This design comes from an exercise in tuning for small area and a short achievable clock period on the open sky130 flow, not from production work.
In this exercise RTL edits were held to simulation tests only and were not proved equivalent to the original.
Power and IR drop assume default switching activity.

[design/flow/flow/run.sh]
#!/bin/bash
# The standard layout (standard.sh, unchanged synthesis) with two changes:
# the port buffers are plain buf_2 cells instead of the delay buffers that
# buffer_ports picks by default, and the clock tree is built from clkbuf_8 cells without dummy loads.
set -euo pipefail
export BUFFER_PORTS_ARGS="-buffer_cell sky130_fd_sc_hd__buf_2"
export CTS_ARGS="-sink_clustering_enable -repair_clock_nets -buf_list sky130_fd_sc_hd__clkbuf_4 -dont_use_dummy_load -sink_clustering_size 8 -sink_clustering_max_diameter 50"
bash standard.sh > standard.log 2>&1
[design/flow/standard.sh]
#!/bin/bash
# synth_recipe.tcl (not shown) runs the flow's synth.tcl, then flattens the netlist and writes it again
# the make line also repeats each setting of config.mk as NAME=value (left out here)
make -C /OpenROAD-flow-scripts/flow DESIGN_CONFIG=/design/flow/config.mk WORK_HOME=/design/flow/orfs CLKGATE_MAP_FILE= SYNTH_SCRIPT=/design/flow/synth_recipe.tcl "${@:-finish}"
[design/flow/config.mk]
export PLATFORM = sky130hd
export DESIGN_NAME = wallaceMulTop
export DESIGN_NICKNAME = wallaceMulTop
export VERILOG_FILES = /design/flow/design.v
export SDC_FILE = /design/flow/constraint.sdc
export NUM_CORES = 4
export LEC_CHECK = 0
export ABC_CLOCK_PERIOD_IN_PS = 2500
export CAP_MARGIN = 20
export CORE_MARGIN = 2
export CORE_UTILIZATION = 60
export PLACE_DENSITY = 0.75
export SETUP_SLACK_MARGIN = 2.1
export SLEW_MARGIN = 20
export SYNTH_HIERARCHICAL = 1
[design/flow/constraint.sdc]
create_clock -name core_clock -period 4.3 [get_ports {clk}]
set_input_delay 0.8600 -clock core_clock [delete_from_list [all_inputs] [get_ports {clk}]]
set_output_delay 0.8600 -clock core_clock [all_outputs]
set_load 0.01 [all_outputs]
[design/flow/design.v]
`timescale 1ns/1ps
package mulPkg;
	localparam int OpWidth   = 16;
	localparam int ProdWidth = 2 * OpWidth;
endpackage
`timescale 1ns/1ps
`timescale 1ns/1ps
module fullAdd (
	input  logic a,
	input  logic b,
	input  logic c,
	output logic s,
	output logic co
);
	assign s  = a ^ b ^ c;
	assign co = (a & b) | (a & c) | (b & c);
endmodule
module halfAdd (
	input  logic a,
	input  logic b,
	output logic s,
	output logic co
);
	assign s  = a ^ b;
	assign co = a & b;
endmodule
module boothEnc (
	input  logic [2:0] b,
	output logic       one,
	output logic       two,
	output logic       neg
);
	assign one = b[1] ^ b[0];
	assign two = (b[2] & ~b[1] & ~b[0]) | (~b[2] & b[1] & b[0]);
	assign neg = b[2];
endmodule
`timescale 1ns/1ps
`timescale 1ns/1ps
`timescale 1ns/1ps
`timescale 1ns/1ps
module wallaceMulTop (
	input  logic        clk,
	input  logic        arstN,
	input  logic        reqValid,
	input  logic [15:0] reqOpA,
	input  logic [15:0] reqOpB,
	output logic        respValid,
	output logic [31:0] respProduct
);
	logic        valid1_q;
	logic        valid2_q;
	logic [124:0] s1_d;
	logic [124:0] s1_q;
	logic [48:0] s2_d;
	logic [48:0] s2_q;
	logic [31:0] rowA;
	logic [31:0] rowB;
	logic [31:0] sum;
	always_ff @(posedge clk or negedge arstN) begin
		if (!arstN) begin
			valid1_q  <= 1'b0;
			valid2_q  <= 1'b0;
			respValid <= 1'b0;
		end else begin
			valid1_q  <= reqValid;
			valid2_q  <= valid1_q;
			respValid <= valid2_q;
		end
	end
	always_ff @(posedge clk) begin
		s1_q        <= s1_d;
		s2_q        <= s2_d;
		respProduct <= sum;
	end
	logic [16:0] bx;
	logic [7:0]  one;
	logic [7:0]  two;
	logic [7:0]  neg;
	assign bx = {reqOpB, 1'b0};
	for (genvar i = 0; i < 8; i++) begin : gEnc
		boothEnc uEnc (.b(bx[2*i+2:2*i]), .one(one[i]), .two(two[i]), .neg(neg[i]));
	end
	logic pp0_0;
	logic pp0_1;
	logic pp0_2;
	logic pp0_3;
	logic pp0_4;
	logic pp0_5;
	logic pp0_6;
	logic pp0_7;
	logic pp0_8;
	logic pp0_9;
	logic pp0_10;
	logic pp0_11;
	logic pp0_12;
	logic pp0_13;
	logic pp0_14;
	logic pp0_15;
	logic pp0_16;
	logic pp1_0;
	logic pp1_1;
	logic pp1_2;
	logic pp1_3;
	logic pp1_4;
	logic pp1_5;
	logic pp1_6;
	logic pp1_7;
	logic pp1_8;
	logic pp1_9;
	logic pp1_10;
	logic pp1_11;
	logic pp1_12;
	logic pp1_13;
	logic pp1_14;
	logic pp1_15;
	logic pp1_16;
	logic pp2_0;
	logic pp2_1;
	logic pp2_2;
	logic pp2_3;
	logic pp2_4;
	logic pp2_5;
	logic pp2_6;
	logic pp2_7;
	logic pp2_8;
	logic pp2_9;
	logic pp2_10;
	logic pp2_11;
	logic pp2_12;
	logic pp2_13;
	logic pp2_14;
	logic pp2_15;
	logic pp2_16;
	logic pp3_0;
	logic pp3_1;
	logic pp3_2;
	logic pp3_3;
	logic pp3_4;
	logic pp3_5;
	logic pp3_6;
	logic pp3_7;
	logic pp3_8;
	logic pp3_9;
	logic pp3_10;
	logic pp3_11;
	logic pp3_12;
	logic pp3_13;
	logic pp3_14;
	logic pp3_15;
	logic pp3_16;
	logic pp4_0;
	logic pp4_1;
	logic pp4_2;
	logic pp4_3;
	logic pp4_4;
	logic pp4_5;
	logic pp4_6;
	logic pp4_7;
	logic pp4_8;
	logic pp4_9;
	logic pp4_10;
	logic pp4_11;
	logic pp4_12;
	logic pp4_13;
	logic pp4_14;
	logic pp4_15;
	logic pp4_16;
	logic pp5_0;
	logic pp5_1;
	logic pp5_2;
	logic pp5_3;
	logic pp5_4;
	logic pp5_5;
	logic pp5_6;
	logic pp5_7;
	logic pp5_8;
	logic pp5_9;
	logic pp5_10;
	logic pp5_11;
	logic pp5_12;
	logic pp5_13;
	logic pp5_14;
	logic pp5_15;
	logic pp5_16;
	logic pp6_0;
	logic pp6_1;
	logic pp6_2;
	logic pp6_3;
	logic pp6_4;
	logic pp6_5;
	logic pp6_6;
	logic pp6_7;
	logic pp6_8;
	logic pp6_9;
	logic pp6_10;
	logic pp6_11;
	logic pp6_12;
	logic pp6_13;
	logic pp6_14;
	logic pp6_15;
	logic pp6_16;
	logic pp7_0;
	logic pp7_1;
	logic pp7_2;
	logic pp7_3;
	logic pp7_4;
	logic pp7_5;
	logic pp7_6;
	logic pp7_7;
	logic pp7_8;
	logic pp7_9;
	logic pp7_10;
	logic pp7_11;
	logic pp7_12;
	logic pp7_13;
	logic pp7_14;
	logic pp7_15;
	logic pp7_16;
	logic pp8_0;
	logic pp8_1;
	logic pp8_2;
	logic pp8_3;
	logic pp8_4;
	logic pp8_5;
	logic pp8_6;
	logic pp8_7;
	logic pp8_8;
	logic pp8_9;
	logic pp8_10;
	logic pp8_11;
	logic pp8_12;
	logic pp8_13;
	logic pp8_14;
	logic pp8_15;
	assign pp0_0 = (one[0] & reqOpA[0]) ^ neg[0];
	assign pp0_1 = ((one[0] & reqOpA[1]) | (two[0] & reqOpA[0])) ^ neg[0];
	assign pp0_2 = ((one[0] & reqOpA[2]) | (two[0] & reqOpA[1])) ^ neg[0];
	assign pp0_3 = ((one[0] & reqOpA[3]) | (two[0] & reqOpA[2])) ^ neg[0];
	assign pp0_4 = ((one[0] & reqOpA[4]) | (two[0] & reqOpA[3])) ^ neg[0];
	assign pp0_5 = ((one[0] & reqOpA[5]) | (two[0] & reqOpA[4])) ^ neg[0];
	assign pp0_6 = ((one[0] & reqOpA[6]) | (two[0] & reqOpA[5])) ^ neg[0];
	assign pp0_7 = ((one[0] & reqOpA[7]) | (two[0] & reqOpA[6])) ^ neg[0];
	assign pp0_8 = ((one[0] & reqOpA[8]) | (two[0] & reqOpA[7])) ^ neg[0];
	assign pp0_9 = ((one[0] & reqOpA[9]) | (two[0] & reqOpA[8])) ^ neg[0];
	assign pp0_10 = ((one[0] & reqOpA[10]) | (two[0] & reqOpA[9])) ^ neg[0];
	assign pp0_11 = ((one[0] & reqOpA[11]) | (two[0] & reqOpA[10])) ^ neg[0];
	assign pp0_12 = ((one[0] & reqOpA[12]) | (two[0] & reqOpA[11])) ^ neg[0];
	assign pp0_13 = ((one[0] & reqOpA[13]) | (two[0] & reqOpA[12])) ^ neg[0];
	assign pp0_14 = ((one[0] & reqOpA[14]) | (two[0] & reqOpA[13])) ^ neg[0];
	assign pp0_15 = ((one[0] & reqOpA[15]) | (two[0] & reqOpA[14])) ^ neg[0];
	assign pp0_16 = (two[0] & reqOpA[15]) ^ neg[0];
	assign pp1_0 = (one[1] & reqOpA[0]) ^ neg[1];
	assign pp1_1 = ((one[1] & reqOpA[1]) | (two[1] & reqOpA[0])) ^ neg[1];
	assign pp1_2 = ((one[1] & reqOpA[2]) | (two[1] & reqOpA[1])) ^ neg[1];
	assign pp1_3 = ((one[1] & reqOpA[3]) | (two[1] & reqOpA[2])) ^ neg[1];
	assign pp1_4 = ((one[1] & reqOpA[4]) | (two[1] & reqOpA[3])) ^ neg[1];
	assign pp1_5 = ((one[1] & reqOpA[5]) | (two[1] & reqOpA[4])) ^ neg[1];
	assign pp1_6 = ((one[1] & reqOpA[6]) | (two[1] & reqOpA[5])) ^ neg[1];
	assign pp1_7 = ((one[1] & reqOpA[7]) | (two[1] & reqOpA[6])) ^ neg[1];
	assign pp1_8 = ((one[1] & reqOpA[8]) | (two[1] & reqOpA[7])) ^ neg[1];
	assign pp1_9 = ((one[1] & reqOpA[9]) | (two[1] & reqOpA[8])) ^ neg[1];
	assign pp1_10 = ((one[1] & reqOpA[10]) | (two[1] & reqOpA[9])) ^ neg[1];
	assign pp1_11 = ((one[1] & reqOpA[11]) | (two[1] & reqOpA[10])) ^ neg[1];
	assign pp1_12 = ((one[1] & reqOpA[12]) | (two[1] & reqOpA[11])) ^ neg[1];
	assign pp1_13 = ((one[1] & reqOpA[13]) | (two[1] & reqOpA[12])) ^ neg[1];
	assign pp1_14 = ((one[1] & reqOpA[14]) | (two[1] & reqOpA[13])) ^ neg[1];
	assign pp1_15 = ((one[1] & reqOpA[15]) | (two[1] & reqOpA[14])) ^ neg[1];
	assign pp1_16 = (two[1] & reqOpA[15]) ^ neg[1];
	assign pp2_0 = (one[2] & reqOpA[0]) ^ neg[2];
	assign pp2_1 = ((one[2] & reqOpA[1]) | (two[2] & reqOpA[0])) ^ neg[2];
	assign pp2_2 = ((one[2] & reqOpA[2]) | (two[2] & reqOpA[1])) ^ neg[2];
	assign pp2_3 = ((one[2] & reqOpA[3]) | (two[2] & reqOpA[2])) ^ neg[2];
	assign pp2_4 = ((one[2] & reqOpA[4]) | (two[2] & reqOpA[3])) ^ neg[2];
	assign pp2_5 = ((one[2] & reqOpA[5]) | (two[2] & reqOpA[4])) ^ neg[2];
	assign pp2_6 = ((one[2] & reqOpA[6]) | (two[2] & reqOpA[5])) ^ neg[2];
	assign pp2_7 = ((one[2] & reqOpA[7]) | (two[2] & reqOpA[6])) ^ neg[2];
	assign pp2_8 = ((one[2] & reqOpA[8]) | (two[2] & reqOpA[7])) ^ neg[2];
	assign pp2_9 = ((one[2] & reqOpA[9]) | (two[2] & reqOpA[8])) ^ neg[2];
	assign pp2_10 = ((one[2] & reqOpA[10]) | (two[2] & reqOpA[9])) ^ neg[2];
	assign pp2_11 = ((one[2] & reqOpA[11]) | (two[2] & reqOpA[10])) ^ neg[2];
	assign pp2_12 = ((one[2] & reqOpA[12]) | (two[2] & reqOpA[11])) ^ neg[2];
	assign pp2_13 = ((one[2] & reqOpA[13]) | (two[2] & reqOpA[12])) ^ neg[2];
	assign pp2_14 = ((one[2] & reqOpA[14]) | (two[2] & reqOpA[13])) ^ neg[2];
	assign pp2_15 = ((one[2] & reqOpA[15]) | (two[2] & reqOpA[14])) ^ neg[2];
	assign pp2_16 = (two[2] & reqOpA[15]) ^ neg[2];
	assign pp3_0 = (one[3] & reqOpA[0]) ^ neg[3];
	assign pp3_1 = ((one[3] & reqOpA[1]) | (two[3] & reqOpA[0])) ^ neg[3];
	assign pp3_2 = ((one[3] & reqOpA[2]) | (two[3] & reqOpA[1])) ^ neg[3];
	assign pp3_3 = ((one[3] & reqOpA[3]) | (two[3] & reqOpA[2])) ^ neg[3];
	assign pp3_4 = ((one[3] & reqOpA[4]) | (two[3] & reqOpA[3])) ^ neg[3];
	assign pp3_5 = ((one[3] & reqOpA[5]) | (two[3] & reqOpA[4])) ^ neg[3];
	assign pp3_6 = ((one[3] & reqOpA[6]) | (two[3] & reqOpA[5])) ^ neg[3];
	assign pp3_7 = ((one[3] & reqOpA[7]) | (two[3] & reqOpA[6])) ^ neg[3];
	assign pp3_8 = ((one[3] & reqOpA[8]) | (two[3] & reqOpA[7])) ^ neg[3];
	assign pp3_9 = ((one[3] & reqOpA[9]) | (two[3] & reqOpA[8])) ^ neg[3];
	assign pp3_10 = ((one[3] & reqOpA[10]) | (two[3] & reqOpA[9])) ^ neg[3];
	assign pp3_11 = ((one[3] & reqOpA[11]) | (two[3] & reqOpA[10])) ^ neg[3];
	assign pp3_12 = ((one[3] & reqOpA[12]) | (two[3] & reqOpA[11])) ^ neg[3];
	assign pp3_13 = ((one[3] & reqOpA[13]) | (two[3] & reqOpA[12])) ^ neg[3];
	assign pp3_14 = ((one[3] & reqOpA[14]) | (two[3] & reqOpA[13])) ^ neg[3];
	assign pp3_15 = ((one[3] & reqOpA[15]) | (two[3] & reqOpA[14])) ^ neg[3];
	assign pp3_16 = (two[3] & reqOpA[15]) ^ neg[3];
	assign pp4_0 = (one[4] & reqOpA[0]) ^ neg[4];
	assign pp4_1 = ((one[4] & reqOpA[1]) | (two[4] & reqOpA[0])) ^ neg[4];
	assign pp4_2 = ((one[4] & reqOpA[2]) | (two[4] & reqOpA[1])) ^ neg[4];
	assign pp4_3 = ((one[4] & reqOpA[3]) | (two[4] & reqOpA[2])) ^ neg[4];
	assign pp4_4 = ((one[4] & reqOpA[4]) | (two[4] & reqOpA[3])) ^ neg[4];
	assign pp4_5 = ((one[4] & reqOpA[5]) | (two[4] & reqOpA[4])) ^ neg[4];
	assign pp4_6 = ((one[4] & reqOpA[6]) | (two[4] & reqOpA[5])) ^ neg[4];
	assign pp4_7 = ((one[4] & reqOpA[7]) | (two[4] & reqOpA[6])) ^ neg[4];
	assign pp4_8 = ((one[4] & reqOpA[8]) | (two[4] & reqOpA[7])) ^ neg[4];
	assign pp4_9 = ((one[4] & reqOpA[9]) | (two[4] & reqOpA[8])) ^ neg[4];
	assign pp4_10 = ((one[4] & reqOpA[10]) | (two[4] & reqOpA[9])) ^ neg[4];
	assign pp4_11 = ((one[4] & reqOpA[11]) | (two[4] & reqOpA[10])) ^ neg[4];
	assign pp4_12 = ((one[4] & reqOpA[12]) | (two[4] & reqOpA[11])) ^ neg[4];
	assign pp4_13 = ((one[4] & reqOpA[13]) | (two[4] & reqOpA[12])) ^ neg[4];
	assign pp4_14 = ((one[4] & reqOpA[14]) | (two[4] & reqOpA[13])) ^ neg[4];
	assign pp4_15 = ((one[4] & reqOpA[15]) | (two[4] & reqOpA[14])) ^ neg[4];
	assign pp4_16 = (two[4] & reqOpA[15]) ^ neg[4];
	assign pp5_0 = (one[5] & reqOpA[0]) ^ neg[5];
	assign pp5_1 = ((one[5] & reqOpA[1]) | (two[5] & reqOpA[0])) ^ neg[5];
	assign pp5_2 = ((one[5] & reqOpA[2]) | (two[5] & reqOpA[1])) ^ neg[5];
	assign pp5_3 = ((one[5] & reqOpA[3]) | (two[5] & reqOpA[2])) ^ neg[5];
	assign pp5_4 = ((one[5] & reqOpA[4]) | (two[5] & reqOpA[3])) ^ neg[5];
	assign pp5_5 = ((one[5] & reqOpA[5]) | (two[5] & reqOpA[4])) ^ neg[5];
	assign pp5_6 = ((one[5] & reqOpA[6]) | (two[5] & reqOpA[5])) ^ neg[5];
	assign pp5_7 = ((one[5] & reqOpA[7]) | (two[5] & reqOpA[6])) ^ neg[5];
	assign pp5_8 = ((one[5] & reqOpA[8]) | (two[5] & reqOpA[7])) ^ neg[5];
	assign pp5_9 = ((one[5] & reqOpA[9]) | (two[5] & reqOpA[8])) ^ neg[5];
	assign pp5_10 = ((one[5] & reqOpA[10]) | (two[5] & reqOpA[9])) ^ neg[5];
	assign pp5_11 = ((one[5] & reqOpA[11]) | (two[5] & reqOpA[10])) ^ neg[5];
	assign pp5_12 = ((one[5] & reqOpA[12]) | (two[5] & reqOpA[11])) ^ neg[5];
	assign pp5_13 = ((one[5] & reqOpA[13]) | (two[5] & reqOpA[12])) ^ neg[5];
	assign pp5_14 = ((one[5] & reqOpA[14]) | (two[5] & reqOpA[13])) ^ neg[5];
	assign pp5_15 = ((one[5] & reqOpA[15]) | (two[5] & reqOpA[14])) ^ neg[5];
	assign pp5_16 = (two[5] & reqOpA[15]) ^ neg[5];
	assign pp6_0 = (one[6] & reqOpA[0]) ^ neg[6];
	assign pp6_1 = ((one[6] & reqOpA[1]) | (two[6] & reqOpA[0])) ^ neg[6];
	assign pp6_2 = ((one[6] & reqOpA[2]) | (two[6] & reqOpA[1])) ^ neg[6];
	assign pp6_3 = ((one[6] & reqOpA[3]) | (two[6] & reqOpA[2])) ^ neg[6];
	assign pp6_4 = ((one[6] & reqOpA[4]) | (two[6] & reqOpA[3])) ^ neg[6];
	assign pp6_5 = ((one[6] & reqOpA[5]) | (two[6] & reqOpA[4])) ^ neg[6];
	assign pp6_6 = ((one[6] & reqOpA[6]) | (two[6] & reqOpA[5])) ^ neg[6];
	assign pp6_7 = ((one[6] & reqOpA[7]) | (two[6] & reqOpA[6])) ^ neg[6];
	assign pp6_8 = ((one[6] & reqOpA[8]) | (two[6] & reqOpA[7])) ^ neg[6];
	assign pp6_9 = ((one[6] & reqOpA[9]) | (two[6] & reqOpA[8])) ^ neg[6];
	assign pp6_10 = ((one[6] & reqOpA[10]) | (two[6] & reqOpA[9])) ^ neg[6];
	assign pp6_11 = ((one[6] & reqOpA[11]) | (two[6] & reqOpA[10])) ^ neg[6];
	assign pp6_12 = ((one[6] & reqOpA[12]) | (two[6] & reqOpA[11])) ^ neg[6];
	assign pp6_13 = ((one[6] & reqOpA[13]) | (two[6] & reqOpA[12])) ^ neg[6];
	assign pp6_14 = ((one[6] & reqOpA[14]) | (two[6] & reqOpA[13])) ^ neg[6];
	assign pp6_15 = ((one[6] & reqOpA[15]) | (two[6] & reqOpA[14])) ^ neg[6];
	assign pp6_16 = (two[6] & reqOpA[15]) ^ neg[6];
	assign pp7_0 = (one[7] & reqOpA[0]) ^ neg[7];
	assign pp7_1 = ((one[7] & reqOpA[1]) | (two[7] & reqOpA[0])) ^ neg[7];
	assign pp7_2 = ((one[7] & reqOpA[2]) | (two[7] & reqOpA[1])) ^ neg[7];
	assign pp7_3 = ((one[7] & reqOpA[3]) | (two[7] & reqOpA[2])) ^ neg[7];
	assign pp7_4 = ((one[7] & reqOpA[4]) | (two[7] & reqOpA[3])) ^ neg[7];
	assign pp7_5 = ((one[7] & reqOpA[5]) | (two[7] & reqOpA[4])) ^ neg[7];
	assign pp7_6 = ((one[7] & reqOpA[6]) | (two[7] & reqOpA[5])) ^ neg[7];
	assign pp7_7 = ((one[7] & reqOpA[7]) | (two[7] & reqOpA[6])) ^ neg[7];
	assign pp7_8 = ((one[7] & reqOpA[8]) | (two[7] & reqOpA[7])) ^ neg[7];
	assign pp7_9 = ((one[7] & reqOpA[9]) | (two[7] & reqOpA[8])) ^ neg[7];
	assign pp7_10 = ((one[7] & reqOpA[10]) | (two[7] & reqOpA[9])) ^ neg[7];
	assign pp7_11 = ((one[7] & reqOpA[11]) | (two[7] & reqOpA[10])) ^ neg[7];
	assign pp7_12 = ((one[7] & reqOpA[12]) | (two[7] & reqOpA[11])) ^ neg[7];
	assign pp7_13 = ((one[7] & reqOpA[13]) | (two[7] & reqOpA[12])) ^ neg[7];
	assign pp7_14 = ((one[7] & reqOpA[14]) | (two[7] & reqOpA[13])) ^ neg[7];
	assign pp7_15 = ((one[7] & reqOpA[15]) | (two[7] & reqOpA[14])) ^ neg[7];
	assign pp7_16 = (two[7] & reqOpA[15]) ^ neg[7];
	assign pp8_0 = reqOpA[0] & reqOpB[15];
	assign pp8_1 = reqOpA[1] & reqOpB[15];
	assign pp8_2 = reqOpA[2] & reqOpB[15];
	assign pp8_3 = reqOpA[3] & reqOpB[15];
	assign pp8_4 = reqOpA[4] & reqOpB[15];
	assign pp8_5 = reqOpA[5] & reqOpB[15];
	assign pp8_6 = reqOpA[6] & reqOpB[15];
	assign pp8_7 = reqOpA[7] & reqOpB[15];
	assign pp8_8 = reqOpA[8] & reqOpB[15];
	assign pp8_9 = reqOpA[9] & reqOpB[15];
	assign pp8_10 = reqOpA[10] & reqOpB[15];
	assign pp8_11 = reqOpA[11] & reqOpB[15];
	assign pp8_12 = reqOpA[12] & reqOpB[15];
	assign pp8_13 = reqOpA[13] & reqOpB[15];
	assign pp8_14 = reqOpA[14] & reqOpB[15];
	assign pp8_15 = reqOpA[15] & reqOpB[15];
	logic xs1;
	logic xc2;
	logic xs3;
	logic xc4;
	logic xs5;
	logic xc6;
	logic xs7;
	logic xc8;
	logic xs9;
	logic xc10;
	logic xs11;
	logic xc12;
	logic xs13;
	logic xc14;
	logic xs15;
	logic xc16;
	logic xs17;
	logic xc18;
	logic xs19;
	logic xc20;
	logic xs21;
	logic xc22;
	logic xs23;
	logic xc24;
	logic xs25;
	logic xc26;
	logic xs27;
	logic xc28;
	logic xs29;
	logic xc30;
	logic xs31;
	logic xc32;
	logic xs33;
	logic xc34;
	logic xs35;
	logic xc36;
	logic xs37;
	logic xc38;
	logic xs39;
	logic xc40;
	logic xs41;
	logic xc42;
	logic xs43;
	logic xc44;
	logic xs45;
	logic xc46;
	logic xs47;
	logic xc48;
	logic xs49;
	logic xc50;
	logic xs51;
	logic xc52;
	logic xs53;
	logic xc54;
	logic xs55;
	logic xc56;
	logic xs57;
	logic xc58;
	logic xs59;
	logic xc60;
	logic xs61;
	logic xc62;
	logic xs63;
	logic xc64;
	logic xs65;
	logic xc66;
	logic xs67;
	logic xc68;
	logic xs69;
	logic xc70;
	logic xs71;
	logic xc72;
	logic xs73;
	logic xc74;
	logic xs75;
	logic xc76;
	logic xs77;
	logic xc78;
	logic xs79;
	logic xc80;
	logic xs81;
	logic xc82;
	logic xs83;
	logic xc84;
	logic xs85;
	logic xc86;
	logic xs87;
	logic xc88;
	logic xs89;
	logic xc90;
	logic xs91;
	logic xc92;
	logic xs93;
	logic xc94;
	logic xs95;
	logic xc96;
	logic xs97;
	logic xc98;
	logic xs99;
	logic xc100;
	logic xs101;
	logic xc102;
	logic xs103;
	logic xc104;
	logic xs105;
	logic xc106;
	halfAdd uxs1 (.a(neg[0]), .b(pp0_0), .s(xs1), .co(xc2));
	fullAdd uxs3 (.a(neg[1]), .b(pp0_2), .c(pp1_0), .s(xs3), .co(xc4));
	halfAdd uxs5 (.a(pp0_3), .b(pp1_1), .s(xs5), .co(xc6));
	fullAdd uxs7 (.a(neg[2]), .b(pp0_4), .c(pp1_2), .s(xs7), .co(xc8));
	fullAdd uxs9 (.a(pp0_5), .b(pp1_3), .c(pp2_1), .s(xs9), .co(xc10));
	fullAdd uxs11 (.a(neg[3]), .b(pp0_6), .c(pp1_4), .s(xs11), .co(xc12));
	fullAdd uxs13 (.a(pp0_7), .b(pp1_5), .c(pp2_3), .s(xs13), .co(xc14));
	fullAdd uxs15 (.a(neg[4]), .b(pp0_8), .c(pp1_6), .s(xs15), .co(xc16));
	fullAdd uxs17 (.a(pp2_4), .b(pp3_2), .c(pp4_0), .s(xs17), .co(xc18));
	fullAdd uxs19 (.a(pp0_9), .b(pp1_7), .c(pp2_5), .s(xs19), .co(xc20));
	fullAdd uxs21 (.a(neg[5]), .b(pp0_10), .c(pp1_8), .s(xs21), .co(xc22));
	fullAdd uxs23 (.a(pp2_6), .b(pp3_4), .c(pp4_2), .s(xs23), .co(xc24));
	fullAdd uxs25 (.a(pp0_11), .b(pp1_9), .c(pp2_7), .s(xs25), .co(xc26));
	fullAdd uxs27 (.a(pp3_5), .b(pp4_3), .c(pp5_1), .s(xs27), .co(xc28));
	fullAdd uxs29 (.a(neg[6]), .b(pp0_12), .c(pp1_10), .s(xs29), .co(xc30));
	fullAdd uxs31 (.a(pp2_8), .b(pp3_6), .c(pp4_4), .s(xs31), .co(xc32));
	fullAdd uxs33 (.a(pp0_13), .b(pp1_11), .c(pp2_9), .s(xs33), .co(xc34));
	fullAdd uxs35 (.a(pp3_7), .b(pp4_5), .c(pp5_3), .s(xs35), .co(xc36));
	fullAdd uxs37 (.a(neg[7]), .b(pp0_14), .c(pp1_12), .s(xs37), .co(xc38));
	fullAdd uxs39 (.a(pp2_10), .b(pp3_8), .c(pp4_6), .s(xs39), .co(xc40));
	fullAdd uxs41 (.a(pp5_4), .b(pp6_2), .c(pp7_0), .s(xs41), .co(xc42));
	fullAdd uxs43 (.a(pp0_15), .b(pp1_13), .c(pp2_11), .s(xs43), .co(xc44));
	fullAdd uxs45 (.a(pp3_9), .b(pp4_7), .c(pp5_5), .s(xs45), .co(xc46));
	fullAdd uxs47 (.a(pp8_0), .b(pp0_16), .c(pp1_14), .s(xs47), .co(xc48));
	fullAdd uxs49 (.a(pp2_12), .b(pp3_10), .c(pp4_8), .s(xs49), .co(xc50));
	fullAdd uxs51 (.a(pp5_6), .b(pp6_4), .c(pp7_2), .s(xs51), .co(xc52));
	fullAdd uxs53 (.a(pp8_1), .b(neg[0]), .c(pp1_15), .s(xs53), .co(xc54));
	fullAdd uxs55 (.a(pp2_13), .b(pp3_11), .c(pp4_9), .s(xs55), .co(xc56));
	fullAdd uxs57 (.a(pp5_7), .b(pp6_5), .c(pp7_3), .s(xs57), .co(xc58));
	fullAdd uxs59 (.a(pp8_2), .b(neg[0]), .c(pp1_16), .s(xs59), .co(xc60));
	fullAdd uxs61 (.a(pp2_14), .b(pp3_12), .c(pp4_10), .s(xs61), .co(xc62));
	fullAdd uxs63 (.a(pp5_8), .b(pp6_6), .c(pp7_4), .s(xs63), .co(xc64));
	fullAdd uxs65 (.a(pp8_3), .b(~neg[0]), .c(~neg[1]), .s(xs65), .co(xc66));
	fullAdd uxs67 (.a(pp2_15), .b(pp3_13), .c(pp4_11), .s(xs67), .co(xc68));
	fullAdd uxs69 (.a(pp5_9), .b(pp6_7), .c(pp7_5), .s(xs69), .co(xc70));
	assign xs71 = ~(pp8_4 ^ xc66);
	assign xc72 = pp8_4 | xc66;
	fullAdd uxs73 (.a(pp2_16), .b(pp3_14), .c(pp4_12), .s(xs73), .co(xc74));
	fullAdd uxs75 (.a(pp5_10), .b(pp6_8), .c(pp7_6), .s(xs75), .co(xc76));
	fullAdd uxs77 (.a(pp8_5), .b(~neg[2]), .c(pp3_15), .s(xs77), .co(xc78));
	fullAdd uxs79 (.a(pp4_13), .b(pp5_11), .c(pp6_9), .s(xs79), .co(xc80));
	assign xs81 = ~(pp8_6 ^ pp3_16);
	assign xc82 = pp8_6 | pp3_16;
	fullAdd uxs83 (.a(pp4_14), .b(pp5_12), .c(pp6_10), .s(xs83), .co(xc84));
	fullAdd uxs85 (.a(pp8_7), .b(~neg[3]), .c(pp4_15), .s(xs85), .co(xc86));
	fullAdd uxs87 (.a(pp5_13), .b(pp6_11), .c(pp7_9), .s(xs87), .co(xc88));
	assign xs89 = ~(pp8_8 ^ pp4_16);
	assign xc90 = pp8_8 | pp4_16;
	fullAdd uxs91 (.a(pp5_14), .b(pp6_12), .c(pp7_10), .s(xs91), .co(xc92));
	fullAdd uxs93 (.a(pp8_9), .b(~neg[4]), .c(pp5_15), .s(xs93), .co(xc94));
	assign xs95 = ~(pp8_10 ^ pp5_16);
	assign xc96 = pp8_10 | pp5_16;
	fullAdd uxs97 (.a(pp8_11), .b(~neg[5]), .c(pp6_15), .s(xs97), .co(xc98));
	assign xs99 = ~(pp8_12 ^ pp6_16);
	assign xc100 = pp8_12 | pp6_16;
	fullAdd uxs101 (.a(pp8_13), .b(~neg[6]), .c(pp7_15), .s(xs101), .co(xc102));
	assign xs103 = ~(pp8_14 ^ pp7_16);
	assign xc104 = pp8_14 | pp7_16;
	halfAdd uxs105 (.a(pp8_15), .b(~neg[7]), .s(xs105), .co(xc106));
	assign s1_d[0] = xs1;  
	assign s1_d[1] = pp0_1;  
	assign s1_d[2] = xc2;  
	assign s1_d[3] = xs3;  
	assign s1_d[4] = xs5;  
	assign s1_d[5] = xc4;  
	assign s1_d[6] = pp2_0;  
	assign s1_d[7] = xc6;  
	assign s1_d[8] = xs7;  
	assign s1_d[9] = xc8;  
	assign s1_d[10] = xs9;  
	assign s1_d[11] = pp2_2;  
	assign s1_d[12] = pp3_0;  
	assign s1_d[13] = xc10;  
	assign s1_d[14] = xs11;  
	assign s1_d[15] = pp3_1;  
	assign s1_d[16] = xc12;  
	assign s1_d[17] = xs13;  
	assign s1_d[18] = xc14;  
	assign s1_d[19] = xs15;  
	assign s1_d[20] = xs17;  
	assign s1_d[21] = pp3_3;  
	assign s1_d[22] = pp4_1;  
	assign s1_d[23] = xc16;  
	assign s1_d[24] = xc18;  
	assign s1_d[25] = xs19;  
	assign s1_d[26] = pp5_0;  
	assign s1_d[27] = xc20;  
	assign s1_d[28] = xs21;  
	assign s1_d[29] = xs23;  
	assign s1_d[30] = xc22;  
	assign s1_d[31] = xc24;  
	assign s1_d[32] = xs25;  
	assign s1_d[33] = xs27;  
	assign s1_d[34] = pp5_2;  
	assign s1_d[35] = pp6_0;  
	assign s1_d[36] = xc26;  
	assign s1_d[37] = xc28;  
	assign s1_d[38] = xs29;  
	assign s1_d[39] = xs31;  
	assign s1_d[40] = pp6_1;  
	assign s1_d[41] = xc30;  
	assign s1_d[42] = xc32;  
	assign s1_d[43] = xs33;  
	assign s1_d[44] = xs35;  
	assign s1_d[45] = xc34;  
	assign s1_d[46] = xc36;  
	assign s1_d[47] = xs37;  
	assign s1_d[48] = xs39;  
	assign s1_d[49] = xs41;  
	assign s1_d[50] = pp6_3;  
	assign s1_d[51] = pp7_1;  
	assign s1_d[52] = xc38;  
	assign s1_d[53] = xc40;  
	assign s1_d[54] = xc42;  
	assign s1_d[55] = xs43;  
	assign s1_d[56] = xs45;  
	assign s1_d[57] = xc44;  
	assign s1_d[58] = xc46;  
	assign s1_d[59] = xs47;  
	assign s1_d[60] = xs49;  
	assign s1_d[61] = xs51;  
	assign s1_d[62] = xc48;  
	assign s1_d[63] = xc50;  
	assign s1_d[64] = xc52;  
	assign s1_d[65] = xs53;  
	assign s1_d[66] = xs55;  
	assign s1_d[67] = xs57;  
	assign s1_d[68] = xc54;  
	assign s1_d[69] = xc56;  
	assign s1_d[70] = xc58;  
	assign s1_d[71] = xs59;  
	assign s1_d[72] = xs61;  
	assign s1_d[73] = xs63;  
	assign s1_d[74] = xs65;  
	assign s1_d[75] = xc60;  
	assign s1_d[76] = xc62;  
	assign s1_d[77] = xc64;  
	assign s1_d[78] = xs67;  
	assign s1_d[79] = xs69;  
	assign s1_d[80] = xs71;  
	assign s1_d[81] = xc68;  
	assign s1_d[82] = xc70;  
	assign s1_d[83] = xs73;  
	assign s1_d[84] = xs75;  
	assign s1_d[85] = pp7_7;  
	assign s1_d[86] = xc72;  
	assign s1_d[87] = xc74;  
	assign s1_d[88] = xc76;  
	assign s1_d[89] = xs77;  
	assign s1_d[90] = xs79;  
	assign s1_d[91] = pp7_8;  
	assign s1_d[92] = xs81;  
	assign s1_d[93] = xc78;  
	assign s1_d[94] = xc80;  
	assign s1_d[95] = xs83;  
	assign s1_d[96] = xc82;  
	assign s1_d[97] = xc84;  
	assign s1_d[98] = xs85;  
	assign s1_d[99] = xs87;  
	assign s1_d[100] = xs89;  
	assign s1_d[101] = xc86;  
	assign s1_d[102] = xc88;  
	assign s1_d[103] = xs91;  
	assign s1_d[104] = pp6_13;  
	assign s1_d[105] = pp7_11;  
	assign s1_d[106] = xc90;  
	assign s1_d[107] = xc92;  
	assign s1_d[108] = xs93;  
	assign s1_d[109] = pp6_14;  
	assign s1_d[110] = pp7_12;  
	assign s1_d[111] = xs95;  
	assign s1_d[112] = xc94;  
	assign s1_d[113] = pp7_13;  
	assign s1_d[114] = xc96;  
	assign s1_d[115] = xs97;  
	assign s1_d[116] = pp7_14;  
	assign s1_d[117] = xs99;  
	assign s1_d[118] = xc98;  
	assign s1_d[119] = xc100;  
	assign s1_d[120] = xs101;  
	assign s1_d[121] = xs103;  
	assign s1_d[122] = xc102;  
	assign s1_d[123] = xs105;  
	assign s1_d[124] = xc104;  
	logic ys107;
	logic yc108;
	logic ys109;
	logic yc110;
	logic ys111;
	logic yc112;
	logic ys113;
	logic yc114;
	logic ys115;
	logic yc116;
	logic ys117;
	logic yc118;
	logic ys119;
	logic yc120;
	logic ys121;
	logic yc122;
	logic ys123;
	logic yc124;
	logic ys125;
	logic yc126;
	logic ys127;
	logic yc128;
	logic ys129;
	logic yc130;
	logic ys131;
	logic yc132;
	logic ys133;
	logic yc134;
	logic ys135;
	logic yc136;
	logic ys137;
	logic yc138;
	logic ys139;
	logic yc140;
	logic ys141;
	logic yc142;
	logic ys143;
	logic yc144;
	logic ys145;
	logic yc146;
	logic ys147;
	logic yc148;
	logic ys149;
	logic yc150;
	logic ys151;
	logic yc152;
	logic ys153;
	logic yc154;
	logic ys155;
	logic yc156;
	logic ys157;
	logic yc158;
	logic ys159;
	logic yc160;
	logic ys161;
	logic yc162;
	logic ys163;
	logic yc164;
	logic ys165;
	logic yc166;
	logic ys167;
	logic yc168;
	logic ys169;
	logic yc170;
	logic ys171;
	logic yc172;
	logic ys173;
	logic yc174;
	logic ys175;
	logic yc176;
	logic ys177;
	logic yc178;
	logic ys179;
	logic yc180;
	logic ys181;
	logic yc182;
	logic ys183;
	logic yc184;
	logic ys185;
	logic yc186;
	logic ys187;
	logic yc188;
	logic ys189;
	logic yc190;
	logic ys191;
	logic yc192;
	logic ys193;
	logic yc194;
	logic ys195;
	logic yc196;
	logic ys197;
	logic yc198;
	logic ys199;
	logic yc200;
	logic ys201;
	logic yc202;
	logic ys203;
	logic yc204;
	logic ys205;
	logic yc206;
	logic ys207;
	logic yc208;
	logic ys209;
	logic yc210;
	logic ys211;
	logic yc212;
	logic ys213;
	logic yc214;
	logic ys215;
	logic yc216;
	logic ys217;
	logic yc218;
	logic ys219;
	logic yc220;
	logic ys221;
	logic yc222;
	logic ys223;
	logic yc224;
	logic ys225;
	logic yc226;
	logic ys227;
	logic yc228;
	logic ys229;
	logic yc230;
	logic ys231;
	logic yc232;
	logic ys233;
	logic yc234;
	logic ys235;
	logic yc236;
	logic ys237;
	logic yc238;
	logic ys239;
	logic yc240;
	logic ys241;
	logic yc242;
	logic ys243;
	logic yc244;
	logic ys245;
	logic yc246;
	logic ys247;
	logic yc248;
	logic ys249;
	logic yc250;
	logic ys251;
	logic yc252;
	logic ys253;
	logic yc254;
	logic ys255;
	logic yc256;
	logic ys257;
	logic yc258;
	logic ys259;
	logic yc260;
	logic ys261;
	logic yc262;
	logic ys263;
	logic yc264;
	logic ys265;
	logic yc266;
	logic ys267;
	logic yc268;
	logic ys269;
	logic yc270;
	logic ys271;
	logic yc272;
	logic ys273;
	logic yc274;
	logic ys275;
	logic yc276;
	logic ys277;
	logic yc278;
	logic ys279;
	logic yc280;
	halfAdd uys107 (.a(s1_q[1]), .b(s1_q[2]), .s(ys107), .co(yc108));
	halfAdd uys109 (.a(s1_q[3]), .b(yc108), .s(ys109), .co(yc110));
	fullAdd uys111 (.a(s1_q[4]), .b(s1_q[5]), .c(yc110), .s(ys111), .co(yc112));
	fullAdd uys113 (.a(s1_q[6]), .b(s1_q[7]), .c(s1_q[8]), .s(ys113), .co(yc114));
	halfAdd uys115 (.a(ys113), .b(yc112), .s(ys115), .co(yc116));
	fullAdd uys117 (.a(s1_q[9]), .b(s1_q[10]), .c(yc114), .s(ys117), .co(yc118));
	halfAdd uys119 (.a(ys117), .b(yc116), .s(ys119), .co(yc120));
	fullAdd uys121 (.a(s1_q[11]), .b(s1_q[12]), .c(s1_q[13]), .s(ys121), .co(yc122));
	fullAdd uys123 (.a(s1_q[14]), .b(ys121), .c(yc118), .s(ys123), .co(yc124));
	halfAdd uys125 (.a(ys123), .b(yc120), .s(ys125), .co(yc126));
	fullAdd uys127 (.a(s1_q[15]), .b(s1_q[16]), .c(s1_q[17]), .s(ys127), .co(yc128));
	fullAdd uys129 (.a(yc122), .b(ys127), .c(yc124), .s(ys129), .co(yc130));
	fullAdd uys131 (.a(s1_q[18]), .b(s1_q[19]), .c(s1_q[20]), .s(ys131), .co(yc132));
	halfAdd uys133 (.a(yc128), .b(ys131), .s(ys133), .co(yc134));
	fullAdd uys135 (.a(s1_q[21]), .b(s1_q[22]), .c(s1_q[23]), .s(ys135), .co(yc136));
	fullAdd uys137 (.a(s1_q[24]), .b(s1_q[25]), .c(yc132), .s(ys137), .co(yc138));
	fullAdd uys139 (.a(ys135), .b(yc134), .c(ys137), .s(ys139), .co(yc140));
	fullAdd uys141 (.a(s1_q[26]), .b(s1_q[27]), .c(s1_q[28]), .s(ys141), .co(yc142));
	fullAdd uys143 (.a(s1_q[29]), .b(yc136), .c(ys141), .s(ys143), .co(yc144));
	fullAdd uys145 (.a(yc138), .b(ys143), .c(yc140), .s(ys145), .co(yc146));
	fullAdd uys147 (.a(s1_q[30]), .b(s1_q[31]), .c(s1_q[32]), .s(ys147), .co(yc148));
	fullAdd uys149 (.a(s1_q[33]), .b(yc142), .c(ys147), .s(ys149), .co(yc150));
	halfAdd uys151 (.a(yc144), .b(ys149), .s(ys151), .co(yc152));
	fullAdd uys153 (.a(s1_q[34]), .b(s1_q[35]), .c(s1_q[36]), .s(ys153), .co(yc154));
	fullAdd uys155 (.a(s1_q[37]), .b(s1_q[38]), .c(s1_q[39]), .s(ys155), .co(yc156));
	fullAdd uys157 (.a(yc148), .b(ys153), .c(ys155), .s(ys157), .co(yc158));
	fullAdd uys159 (.a(yc150), .b(ys157), .c(yc152), .s(ys159), .co(yc160));
	fullAdd uys161 (.a(s1_q[40]), .b(s1_q[41]), .c(s1_q[42]), .s(ys161), .co(yc162));
	fullAdd uys163 (.a(s1_q[43]), .b(s1_q[44]), .c(yc154), .s(ys163), .co(yc164));
	fullAdd uys165 (.a(yc156), .b(ys161), .c(yc158), .s(ys165), .co(yc166));
	halfAdd uys167 (.a(ys163), .b(ys165), .s(ys167), .co(yc168));
	fullAdd uys169 (.a(s1_q[45]), .b(s1_q[46]), .c(s1_q[47]), .s(ys169), .co(yc170));
	fullAdd uys171 (.a(s1_q[48]), .b(s1_q[49]), .c(yc162), .s(ys171), .co(yc172));
	fullAdd uys173 (.a(ys169), .b(yc164), .c(ys171), .s(ys173), .co(yc174));
	halfAdd uys175 (.a(yc166), .b(ys173), .s(ys175), .co(yc176));
	fullAdd uys177 (.a(s1_q[50]), .b(s1_q[51]), .c(s1_q[52]), .s(ys177), .co(yc178));
	fullAdd uys179 (.a(s1_q[53]), .b(s1_q[54]), .c(s1_q[55]), .s(ys179), .co(yc180));
	fullAdd uys181 (.a(s1_q[56]), .b(yc170), .c(ys177), .s(ys181), .co(yc182));
	fullAdd uys183 (.a(ys179), .b(yc172), .c(ys181), .s(ys183), .co(yc184));
	halfAdd uys185 (.a(yc174), .b(ys183), .s(ys185), .co(yc186));
	fullAdd uys187 (.a(s1_q[57]), .b(s1_q[58]), .c(s1_q[59]), .s(ys187), .co(yc188));
	fullAdd uys189 (.a(s1_q[60]), .b(s1_q[61]), .c(yc178), .s(ys189), .co(yc190));
	fullAdd uys191 (.a(yc180), .b(ys187), .c(yc182), .s(ys191), .co(yc192));
	fullAdd uys193 (.a(ys189), .b(yc184), .c(ys191), .s(ys193), .co(yc194));
	fullAdd uys195 (.a(s1_q[62]), .b(s1_q[63]), .c(s1_q[64]), .s(ys195), .co(yc196));
	fullAdd uys197 (.a(s1_q[65]), .b(s1_q[66]), .c(s1_q[67]), .s(ys197), .co(yc198));
	fullAdd uys199 (.a(yc188), .b(ys195), .c(ys197), .s(ys199), .co(yc200));
	fullAdd uys201 (.a(yc190), .b(ys199), .c(yc192), .s(ys201), .co(yc202));
	fullAdd uys203 (.a(s1_q[68]), .b(s1_q[69]), .c(s1_q[70]), .s(ys203), .co(yc204));
	fullAdd uys205 (.a(s1_q[71]), .b(s1_q[72]), .c(s1_q[73]), .s(ys205), .co(yc206));
	fullAdd uys207 (.a(yc196), .b(yc198), .c(ys203), .s(ys207), .co(yc208));
	fullAdd uys209 (.a(ys205), .b(yc200), .c(ys207), .s(ys209), .co(yc210));
	fullAdd uys211 (.a(s1_q[74]), .b(s1_q[75]), .c(s1_q[76]), .s(ys211), .co(yc212));
	fullAdd uys213 (.a(s1_q[77]), .b(s1_q[78]), .c(s1_q[79]), .s(ys213), .co(yc214));
	fullAdd uys215 (.a(yc204), .b(yc206), .c(ys211), .s(ys215), .co(yc216));
	fullAdd uys217 (.a(ys213), .b(yc208), .c(ys215), .s(ys217), .co(yc218));
	fullAdd uys219 (.a(s1_q[80]), .b(s1_q[81]), .c(s1_q[82]), .s(ys219), .co(yc220));
	fullAdd uys221 (.a(s1_q[83]), .b(s1_q[84]), .c(yc212), .s(ys221), .co(yc222));
	fullAdd uys223 (.a(yc214), .b(ys219), .c(yc216), .s(ys223), .co(yc224));
	fullAdd uys225 (.a(ys221), .b(yc218), .c(ys223), .s(ys225), .co(yc226));
	fullAdd uys227 (.a(s1_q[85]), .b(s1_q[86]), .c(s1_q[87]), .s(ys227), .co(yc228));
	fullAdd uys229 (.a(s1_q[88]), .b(s1_q[89]), .c(s1_q[90]), .s(ys229), .co(yc230));
	fullAdd uys231 (.a(yc220), .b(ys227), .c(ys229), .s(ys231), .co(yc232));
	fullAdd uys233 (.a(yc222), .b(ys231), .c(yc224), .s(ys233), .co(yc234));
	fullAdd uys235 (.a(s1_q[91]), .b(s1_q[92]), .c(s1_q[93]), .s(ys235), .co(yc236));
	fullAdd uys237 (.a(s1_q[94]), .b(s1_q[95]), .c(yc228), .s(ys237), .co(yc238));
	fullAdd uys239 (.a(yc230), .b(ys235), .c(yc232), .s(ys239), .co(yc240));
	halfAdd uys241 (.a(ys237), .b(ys239), .s(ys241), .co(yc242));
	fullAdd uys243 (.a(s1_q[96]), .b(s1_q[97]), .c(s1_q[98]), .s(ys243), .co(yc244));
	fullAdd uys245 (.a(s1_q[99]), .b(yc236), .c(ys243), .s(ys245), .co(yc246));
	fullAdd uys247 (.a(yc238), .b(ys245), .c(yc240), .s(ys247), .co(yc248));
	fullAdd uys249 (.a(s1_q[100]), .b(s1_q[101]), .c(s1_q[102]), .s(ys249), .co(yc250));
	fullAdd uys251 (.a(s1_q[103]), .b(yc244), .c(ys249), .s(ys251), .co(yc252));
	halfAdd uys253 (.a(yc246), .b(ys251), .s(ys253), .co(yc254));
	fullAdd uys255 (.a(s1_q[104]), .b(s1_q[105]), .c(s1_q[106]), .s(ys255), .co(yc256));
	fullAdd uys257 (.a(s1_q[107]), .b(s1_q[108]), .c(yc250), .s(ys257), .co(yc258));
	fullAdd uys259 (.a(ys255), .b(yc252), .c(ys257), .s(ys259), .co(yc260));
	fullAdd uys261 (.a(s1_q[109]), .b(s1_q[110]), .c(s1_q[111]), .s(ys261), .co(yc262));
	fullAdd uys263 (.a(s1_q[112]), .b(yc256), .c(ys261), .s(ys263), .co(yc264));
	fullAdd uys265 (.a(yc258), .b(ys263), .c(yc260), .s(ys265), .co(yc266));
	fullAdd uys267 (.a(s1_q[113]), .b(s1_q[114]), .c(s1_q[115]), .s(ys267), .co(yc268));
	fullAdd uys269 (.a(yc262), .b(ys267), .c(yc264), .s(ys269), .co(yc270));
	fullAdd uys271 (.a(s1_q[116]), .b(s1_q[117]), .c(s1_q[118]), .s(ys271), .co(yc272));
	fullAdd uys273 (.a(yc268), .b(ys271), .c(yc270), .s(ys273), .co(yc274));
	fullAdd uys275 (.a(s1_q[119]), .b(s1_q[120]), .c(yc272), .s(ys275), .co(yc276));
	fullAdd uys277 (.a(s1_q[121]), .b(s1_q[122]), .c(yc276), .s(ys277), .co(yc278));
	fullAdd uys279 (.a(s1_q[123]), .b(s1_q[124]), .c(yc278), .s(ys279), .co(yc280));
	assign s2_d[0] = s1_q[0];  
	assign s2_d[1] = ys107;  
	assign s2_d[2] = ys109;  
	assign s2_d[3] = ys111;  
	assign s2_d[4] = ys115;  
	assign s2_d[5] = ys119;  
	assign s2_d[6] = ys125;  
	assign s2_d[7] = yc126;  
	assign s2_d[8] = ys129;  
	assign s2_d[9] = ys133;  
	assign s2_d[10] = yc130;  
	assign s2_d[11] = ys139;  
	assign s2_d[12] = ys145;  
	assign s2_d[13] = ys151;  
	assign s2_d[14] = yc146;  
	assign s2_d[15] = ys159;  
	assign s2_d[16] = yc160;  
	assign s2_d[17] = ys167;  
	assign s2_d[18] = yc168;  
	assign s2_d[19] = ys175;  
	assign s2_d[20] = yc176;  
	assign s2_d[21] = ys185;  
	assign s2_d[22] = yc186;  
	assign s2_d[23] = ys193;  
	assign s2_d[24] = yc194;  
	assign s2_d[25] = ys201;  
	assign s2_d[26] = ys209;  
	assign s2_d[27] = yc202;  
	assign s2_d[28] = yc210;  
	assign s2_d[29] = ys217;  
	assign s2_d[30] = ys225;  
	assign s2_d[31] = yc226;  
	assign s2_d[32] = ys233;  
	assign s2_d[33] = yc234;  
	assign s2_d[34] = ys241;  
	assign s2_d[35] = yc242;  
	assign s2_d[36] = ys247;  
	assign s2_d[37] = ys253;  
	assign s2_d[38] = yc248;  
	assign s2_d[39] = yc254;  
	assign s2_d[40] = ys259;  
	assign s2_d[41] = ys265;  
	assign s2_d[42] = ys269;  
	assign s2_d[43] = yc266;  
	assign s2_d[44] = ys273;  
	assign s2_d[45] = ys275;  
	assign s2_d[46] = yc274;  
	assign s2_d[47] = ys277;  
	assign s2_d[48] = ys279;  
	assign rowA[0] = s2_q[0];
	assign rowB[0] = 1'b0;
	assign rowA[1] = s2_q[1];
	assign rowB[1] = 1'b0;
	assign rowA[2] = s2_q[2];
	assign rowB[2] = 1'b0;
	assign rowA[3] = s2_q[3];
	assign rowB[3] = 1'b0;
	assign rowA[4] = s2_q[4];
	assign rowB[4] = 1'b0;
	assign rowA[5] = s2_q[5];
	assign rowB[5] = 1'b0;
	assign rowA[6] = s2_q[6];
	assign rowB[6] = 1'b0;
	assign rowA[7] = s2_q[7];
	assign rowB[7] = s2_q[8];
	assign rowA[8] = s2_q[9];
	assign rowB[8] = s2_q[10];
	assign rowA[9] = s2_q[11];
	assign rowB[9] = 1'b0;
	assign rowA[10] = s2_q[12];
	assign rowB[10] = 1'b0;
	assign rowA[11] = s2_q[13];
	assign rowB[11] = s2_q[14];
	assign rowA[12] = s2_q[15];
	assign rowB[12] = 1'b0;
	assign rowA[13] = s2_q[16];
	assign rowB[13] = s2_q[17];
	assign rowA[14] = s2_q[18];
	assign rowB[14] = s2_q[19];
	assign rowA[15] = s2_q[20];
	assign rowB[15] = s2_q[21];
	assign rowA[16] = s2_q[22];
	assign rowB[16] = s2_q[23];
	assign rowA[17] = s2_q[24];
	assign rowB[17] = s2_q[25];
	assign rowA[18] = s2_q[26];
	assign rowB[18] = s2_q[27];
	assign rowA[19] = s2_q[28];
	assign rowB[19] = s2_q[29];
	assign rowA[20] = s2_q[30];
	assign rowB[20] = 1'b0;
	assign rowA[21] = s2_q[31];
	assign rowB[21] = s2_q[32];
	assign rowA[22] = s2_q[33];
	assign rowB[22] = s2_q[34];
	assign rowA[23] = s2_q[35];
	assign rowB[23] = s2_q[36];
	assign rowA[24] = s2_q[37];
	assign rowB[24] = s2_q[38];
	assign rowA[25] = s2_q[39];
	assign rowB[25] = s2_q[40];
	assign rowA[26] = s2_q[41];
	assign rowB[26] = 1'b0;
	assign rowA[27] = s2_q[42];
	assign rowB[27] = s2_q[43];
	assign rowA[28] = s2_q[44];
	assign rowB[28] = 1'b0;
	assign rowA[29] = s2_q[45];
	assign rowB[29] = s2_q[46];
	assign rowA[30] = s2_q[47];
	assign rowB[30] = 1'b0;
	assign rowA[31] = s2_q[48];
	assign rowB[31] = 1'b0;
	assign sum = rowA + rowB;
endmodule
==> impl_metrics.json, run 1 <==
{
  "worstPathArrival_ns": 2.76,
  "wl_per_cell_um": 18.88,
  "num_rows": 48,
  "crit_slowest_cell": "fa_1",
  "grtUsageTotal": 0.2470,
  "grt_start_max_net_pins": 34,
  "chipWidth_um": 138.0,
  "grt_overflow": 0,
  "seq_area_mm2": 0.004204,
  "drtPass1Iterations": 5,
  "drv_cap": 0,
  "clock_sinks": 209,
  "worst_slack_ns": 2.056,
  "die_h_um": 138.0,
  "port_buffers": 67,
  "io_pins": 68,
  "synth_seq_area_share": 0.3899,
  "grt_pass1_wl_mm": 35.98,
  "synth_edf_count": 0,
  "viasPerCell": 5.755,
  "cpLargestDelayFamily": "adder cells",
  "gp_congestion": 0.8764,
  "worstPathRequired_ns": 4.82,
  "fillCellCount": 1390,
  "path_class": "flop to flop",
  "synth_cell_types": 42,
  "clkTransAtPathRegs_ns": 0.09,
  "end_kind": "flop",
  "start_util": 0.6183,
  "finClkSkew_ns": 0.03857,
  "cp-start-kind": "flop",
  "insertion_delay_ns": 0.65,
  "synth_cells": 916,
  "stdcell_area_mm2": 0.01181,
  "fin_nets": 1148,
  "cts_root_buf": "clkbuf_4",
  "drtIter0Drc": 693,
  "drive_above_1_share": 0.1889,
  "fmax_mhz": 445.5,
  "layout_min_cycle_time_ns": 2.244,
  "min_period_over_period": 0.5220,
  "grt_pass1_vias": 6767,
  "postRouteAntennaNets": 0,
  "fin_util": 0.6778,
  "cts.path.max_buffers": 3,
  "vdd_drop_max_mv": 0.3511,
  "avgSynthCellArea_um2": 11.76,
  "ys.flop_type": "dfxtp_1",
  "slowest_delay_ns": 0.51,
  "status": "complete, no violations",
  "rsz0062_at_grt": "yes",
  "cts_tree": "done",
  "post-route-drc-count": 0,
  "async_flop_share": 0.01435,
  "finalHoldViolations": 0,
  "synth_warnings": 7,
  "dpl_cell_area_mm2": 0.01120,
  "path_cells": "fa_1 -> fa_1 -> fa_1 -> fa_1",
  "timing.slew.headroom": 0.4350,
  "crit_path_max_fanout": 1,
  "worst-path-buf-inv": 0,
  "dr_total_vias": 6785,
  "setup_violations": 0,
  "place_ws_ns": 0.9104,
  "tightestPinTransition_ns": 0.8468,
  "grt_antenna_before_repair": 1,
  "coreArea_mm2": 0.01742,
  "cts_buffers": 30,
  "multi_input_area_mm2": 0.006339,
  "p_leak_nw": 4.697,
  "wirelength_mm": 22.26,
  "power.density_mw_per_mm2": 655.6,
  "hp-class": "flop to flop",
  "syn_area_mm2": 0.01077,
  "die-area_mm2": 0.01904,
  "final_max_slew_viol_count": 0,
  "htreeDepth": 1,
  "flow.area_growth_from_synthesis_pct": 9.620,
  "power_mw": 7.739,
  "synth-seq-cells": 209,
  "dp_hpwl_mm": 15.71,
  "tns_ns": 0,
  "critPathMostFrequentCell": "fa_1"
}
[cell type report]
class,instances,area share
diodes,1,0.0002120
clock buffers,30,0.01908
inverters,27,0.008585
multi-input cells,591,0.5369
flip-flops and latches,209,0.3561
well taps,225,0.02385
repair buffers,96,0.05522
[modules after synthesis, one instance, submodules excluded]
module / cell area, µm² / flops+latches / copies in the design / cells
boothEnc: 38.79 / 0 / 8 / 5
fullAdd: 20.02 / 0 / 119 / 1
halfAdd: 12.51 / 0 / 15 / 1
wallaceMulTop: 7889 / 209 / 1 / 742
[registers in the layout, summed over array words and instances (netlist names)]
| signal | count |
|---|---|
| s2_q | 49 |
| respValid | 1 |
| valid2_q | 1 |
| valid1_q | 1 |
| respProduct | 32 |
| s1_q | 125 |
[power by group]
group	leakage, nW	total (mW)	internal [mW]	switching (mW)
Clock	0.138	0.921	0.318	0.603
Sequential	1.77	3.09	2.74	0.352
Combinational	2.79	3.73	1.74	1.98
Total	4.70	7.74	4.80	2.94
[per-stage QoR]
stage / hold slack [ns] / cells
2_1_floorplan: 0.3096 / 918
3_3_place_gp: 0.3104 / 1130
3_5_place_dp: 0.3146 / 1130
4_1_cts: 0.2791 / 1168
5_1_grt: 0.2733 / 1179
6_report: 0.3114 / 1179
[worst register-to-register path: cells and delay by family (launching register included)]
family,cells,cell delay (ns)
adder cells (fa/ha/maj),4,1.79
flip-flops,1,0.33
[final timing paths]
path                                   from                endpoint  slack [ns]  cells after the start
max                        s1_q[74]$_DFF_P_        s2_q[30]$_DFF_P_        2.06                      4
min                         s2_q[3]$_DFF_P_  respProduct[3]$_DFF_P_        0.31                      0
max reg2reg                s1_q[74]$_DFF_P_        s2_q[30]$_DFF_P_        2.06                      4
min reg2reg                 s2_q[3]$_DFF_P_  respProduct[3]$_DFF_P_        0.31                      0
max in group asynchronous             arstN     respValid$_DFF_PN0_        3.64                      2
min in group asynchronous             arstN      valid1_q$_DFF_PN0_        0.54                      2
[Yosys cell counts, types with 2 or more instances]
cell type  instances  share of area
and2_1            12         0.0070
ha_1              38          0.044
dfrtp_1            3         0.0070
xor2_1            13          0.011
o21a_1             2         0.0014
a31o_2             2         0.0016
nand2b_1          10         0.0058
inv_1             27         0.0094
a211oi_2           2         0.0023
o22ai_2            8         0.0093
o211ai_1           3         0.0021
buf_4              8         0.0056
a22oi_1          121          0.084
buf_2              9         0.0042
fa_1             120           0.22
nand2_1           40          0.014
a31oi_1            4         0.0023
o21ai_1            5         0.0023
o21ai_0            4         0.0019
nand4_1            4         0.0023
a21oi_1           14         0.0065
nor2_1            12         0.0042
dfxtp_1          206           0.38
o21bai_1           4         0.0028
nand3_1            5         0.0023
xnor2_1          152           0.12
clkbuf_1          73          0.025
[routing by layer]
metal	track usage	part of all wire	vias to the layer above
met5	0	0	-
met4	0.06349	0.016	0
met3	0.05811	0.091	31
met2	0.3677	0.45	308
met1	0.3662	0.45	3336
li1	-	-	3110
[timing repair]
item                                    in CTS  in global routing
pin swaps                                    6                 12
hold buffers                                 1                  0
setup buffers                                7                 10
resized for setup                           22                 17
endpoints found under the setup margin      94                 56
hold endpoints to repair                     3                  0
[cells in the final DEF, fill, tap and decap left out, types with 6 or more instances in the layout]
cell / Yosys / final
dfxtp_1: 206 / 202
xnor2_1: 152 / 148
a22oi_1: 121 / 113
fa_1: 120 / 107
buf_2: 9 / 60
nand2_1: 40 / 38
ha_1: 38 / 37
clkbuf_4: 0 / 30
buf_4: 8 / 28
inv_1: 27 / 27
a21oi_1: 14 / 13
fa_2: 0 / 13
nor2_1: 12 / 12
and2_1: 12 / 12
xor2_1: 13 / 12
a22oi_2: 0 / 8
o22ai_4: 0 / 8
buf_12: 0 / 6
[cells by family (layout without fill, tap and decap cells)]
group / Yosys count / after routing / synth area share
AO/OA/AOI/OAI: 177 / 177 / 0.1241
XOR/XNOR: 165 / 165 / 0.1342
AND/OR/NAND/NOR: 88 / 88 / 0.03927
other: 1 / 4 / 0.0003482
flip-flops: 209 / 209 / 0.3899
buffers and inverters: 118 / 153 / 0.04496
adder cells (fa/ha/maj): 158 / 158 / 0.2672
==> run 2: changes to the inputs <==
--- a/design/flow/config.mk
+++ b/design/flow/config.mk
@@ -11,3 +11,2 @@
 export CORE_UTILIZATION = 60
-export PLACE_DENSITY = 0.75
 export SETUP_SLACK_MARGIN = 2.1
==> impl_metrics.json, run 2 <==
{
  "status": "complete, no violations",
  "power.density_mw_per_mm2": 669.3,
  "finClkSkew_ns": 0.07039,
  "grtUsageTotal": 0.2587,
  "syn_area_mm2": 0.01077,
  "crit_slowest_cell": "fa_1",
  "async_flop_share": 0.01435,
  "setup_violations": 0,
  "min_period_over_period": 0.5214,
  "flow.area_growth_from_synthesis_pct": 9.840,
  "post-route-drc-count": 0,
  "largest_register_ffs": 125,
  "layout_commonest_cell": "dfxtp_1",
  "final_max_slew_viol_count": 0,
  "netlist_top_cells_area": "dfxtp_1, fa_1, xnor2_1",
  "drtIter0Drc": 478,
  "cts_root_buf": "clkbuf_4",
  "grt_overflow": 0,
  "slowest_delay_ns": 0.54,
  "drv_cap": 0,
  "die_h_um": 138.0,
  "drive_above_1_share": 0.1847,
  "synth_seq_area_share": 0.3899,
  "synth-seq-cells": 209,
  "top_register": "s1_q",
  "avgSynthCellArea_um2": 11.76,
  "chipWidth_um": 138.0,
  "hp-class": "input port to flop",
  "path_class": "flop to flop",
  "worst-path-buf-inv": 0,
  "clock_sinks": 209,
  "drtPass1Iterations": 5,
  "grt_start_max_net_pins": 35,
  "end_kind": "flop",
  "tns_ns": 0,
  "layout_min_cycle_time_ns": 2.242,
  "synth_top_area_frac": 0.3829,
  "gp_congestion": 0.8799,
  "ys.flop_type": "dfxtp_1",
  "cts.path.max_buffers": 3,
  "grt_pass1_vias": 7191,
  "worstPathArrival_ns": 2.80,
  "largestRegisters": "s1_q: 125 flops, s2_q: 49 flops, respProduct: 32 flops",
  "insertion_delay_ns": 0.68,
  "postRouteAntennaNets": 0,
  "worstPathRequired_ns": 4.86,
  "synth_cell_types": 42,
  "post-synth-top-area-cell": "dfxtp_1",
  "path_cells": "fa_1 -> fa_1 -> fa_2 -> fa_1",
  "grt_antenna_before_repair": 1,
  "final_cell_mix": "dfxtp_1, xnor2_1, a22oi_1",
  "synth_warnings": 7,
  "dp_hpwl_mm": 16.41,
  "cts_tree": "done",
  "start_util": 0.6183,
  "wirelength_mm": 23.69,
  "io_pins": 68,
  "clkTransAtPathRegs_ns": 0.08,
  "synth_common_cells": "dfxtp_1, xnor2_1, a22oi_1, fa_1, clkbuf_1",
  "cp-start-kind": "flop",
  "viasPerCell": 5.894,
  "fin_nets": 1148,
  "place_ws_ns": 0.8083,
  "cpLargestDelayFamily": "adder cells",
  "num_rows": 48,
  "crit_path_max_fanout": 1,
  "dr_total_vias": 6949,
  "port_buffers": 67,
  "coreArea_mm2": 0.01742,
  "r2r_slack_ns": 2.06,
  "grt_pass1_wl_mm": 37.67,
  "critPathMostFrequentCell": "fa_1",
  "synth_edf_count": 0,
  "vdd_drop_max_mv": 0.5193,
  "synth_most_common_cell": "dfxtp_1",
  "wl_per_cell_um": 20.09,
  "p_leak_nw": 4.692,
  "synth_cells": 916,
  "fmax_mhz": 446.0,
  "finalHoldViolations": 0,
  "rsz0062_at_grt": "yes",
  "cts_buffers": 30,
  "worst_slack_ns": 2.058,
  "die-area_mm2": 0.01904,
  "htreeDepth": 1
}
[run 2: cell counts after synthesis]
No cell type changed its count.
[run 2: cell type report]
cell class              instances  area [µm²]
fillers                      1326        5588
repair buffers                 96       673.1
multi-input cells             591        6342
flip-flops and latches        209        4203
diodes                          1       2.502
well taps                     225       281.5
clock buffers                  30       225.2
inverters                      27       101.3
[run 2: stage by stage]
| stage | cell area, µm² | power [mW] | cells | hold WS, ns | utilization |
|---|---|---|---|---|---|
| after floorplan | 11110 | 5.736 | 918 | 0.3096 | - |
| after global placement | 11180 | 6.673 | 1128 | 0.3114 | 0.6420 |
| after detailed placement | 11180 | 6.822 | 1128 | 0.3147 | 0.6420 |
| after CTS | 11600 | 7.810 | 1166 | 0.2363 | 0.6658 |
| after global routing | 11830 | 8.690 | 1179 | 0.2322 | 0.6792 |
| final | 11830 | 7.917 | 1179 | 0.2884 | 0.6792 |
[run 2: power breakdown]
| group | internal, mW | total, mW | switching (mW) | leakage [nW] |
|---|---|---|---|---|
| clock | 0.318 | 0.919 | 0.601 | 0.138 |
| sequential | 2.74 | 3.10 | 0.359 | 1.77 |
| combinational | 1.82 | 3.90 | 2.08 | 2.78 |
[run 2: modules after synthesis (local to each module, per instance)]
module	cells	flops+latches	area, µm²	copies in the design
fullAdd	1	0	20.02	119
boothEnc	5	0	38.79	8
halfAdd	1	0	12.51	15
wallaceMulTop	742	209	7889	1
[run 2: cells by family after synthesis]
kind of cell,share of synthesized area
buf+inv,0.04496
other cells,0.0003482
simple gates,0.03927
xor+xnor,0.1342
flops,0.3899
compound gates,0.1241
fa+ha+maj,0.2672
[run 2: metal layers]
| metal | track usage | up-vias | routed length [µm] |
|---|---|---|---|
| met1 | 0.3758 | 3448 | 10460 |
| li1 | - | 3113 | - |
| met4 | 0.08333 | 0 | 595 |
| met3 | 0.06067 | 53 | 2130 |
| met2 | 0.3856 | 335 | 10500 |
| met5 | 0 | - | 0 |
[run 2: worst paths after layout]
kind,startpoint,endpoint,depth (start not counted)
setup / recovery,s1_q[50]$_DFF_P_,s2_q[23]$_DFF_P_,4
hold / removal,reqValid,valid1_q$_DFF_PN0_,1
setup reg to reg,s1_q[50]$_DFF_P_,s2_q[23]$_DFF_P_,4
hold reg to reg,s2_q[3]$_DFF_P_,respProduct[3]$_DFF_P_,0
max in group asynchronous,arstN,respValid$_DFF_PN0_,2
min in group asynchronous,arstN,valid1_q$_DFF_PN0_,2
[run 2: what timing repair did]
item,4_1_cts,5_1_grt
pin swaps,7,14
endpoints found under the hold margin,3,0
gates resized for setup,19,17
buffers inserted,7,12
setup endpoints to repair,103,60
hold buffers,1,0

## port drivers added, routing unchanged
In the flow no input, the clock included, has a driving cell. The finished layouts below were timed again as built, in two steps.
Step 1: set_driving_cell puts a clkbuf_16 on clk and a buf_2 on each other input, an assumption about the parent block.
Step 2, shift: input delay + t, output delay - t, t = (earliest + latest rising clock arrival at the registers) / 2. This alone moves slack from input paths to output paths.
Slacks: ideal / step 1 / step 2; pairs: ideal / step 1.
| run | t, ns | setup WS [ns] | worst setup path after step 2 |
|---|---|---|---|
| run 1 | 0.673 | 2.056 / 2.056 / 1.444 | input to register |
| run 2 | 0.685 | 2.058 / 2.058 / 1.542 | input to register |
After both steps every run listed still meets setup and hold. For run 1, which loses most, drivers alone change the setup slack by 0.000 ns; drivers and shift together by -0.612 ns.
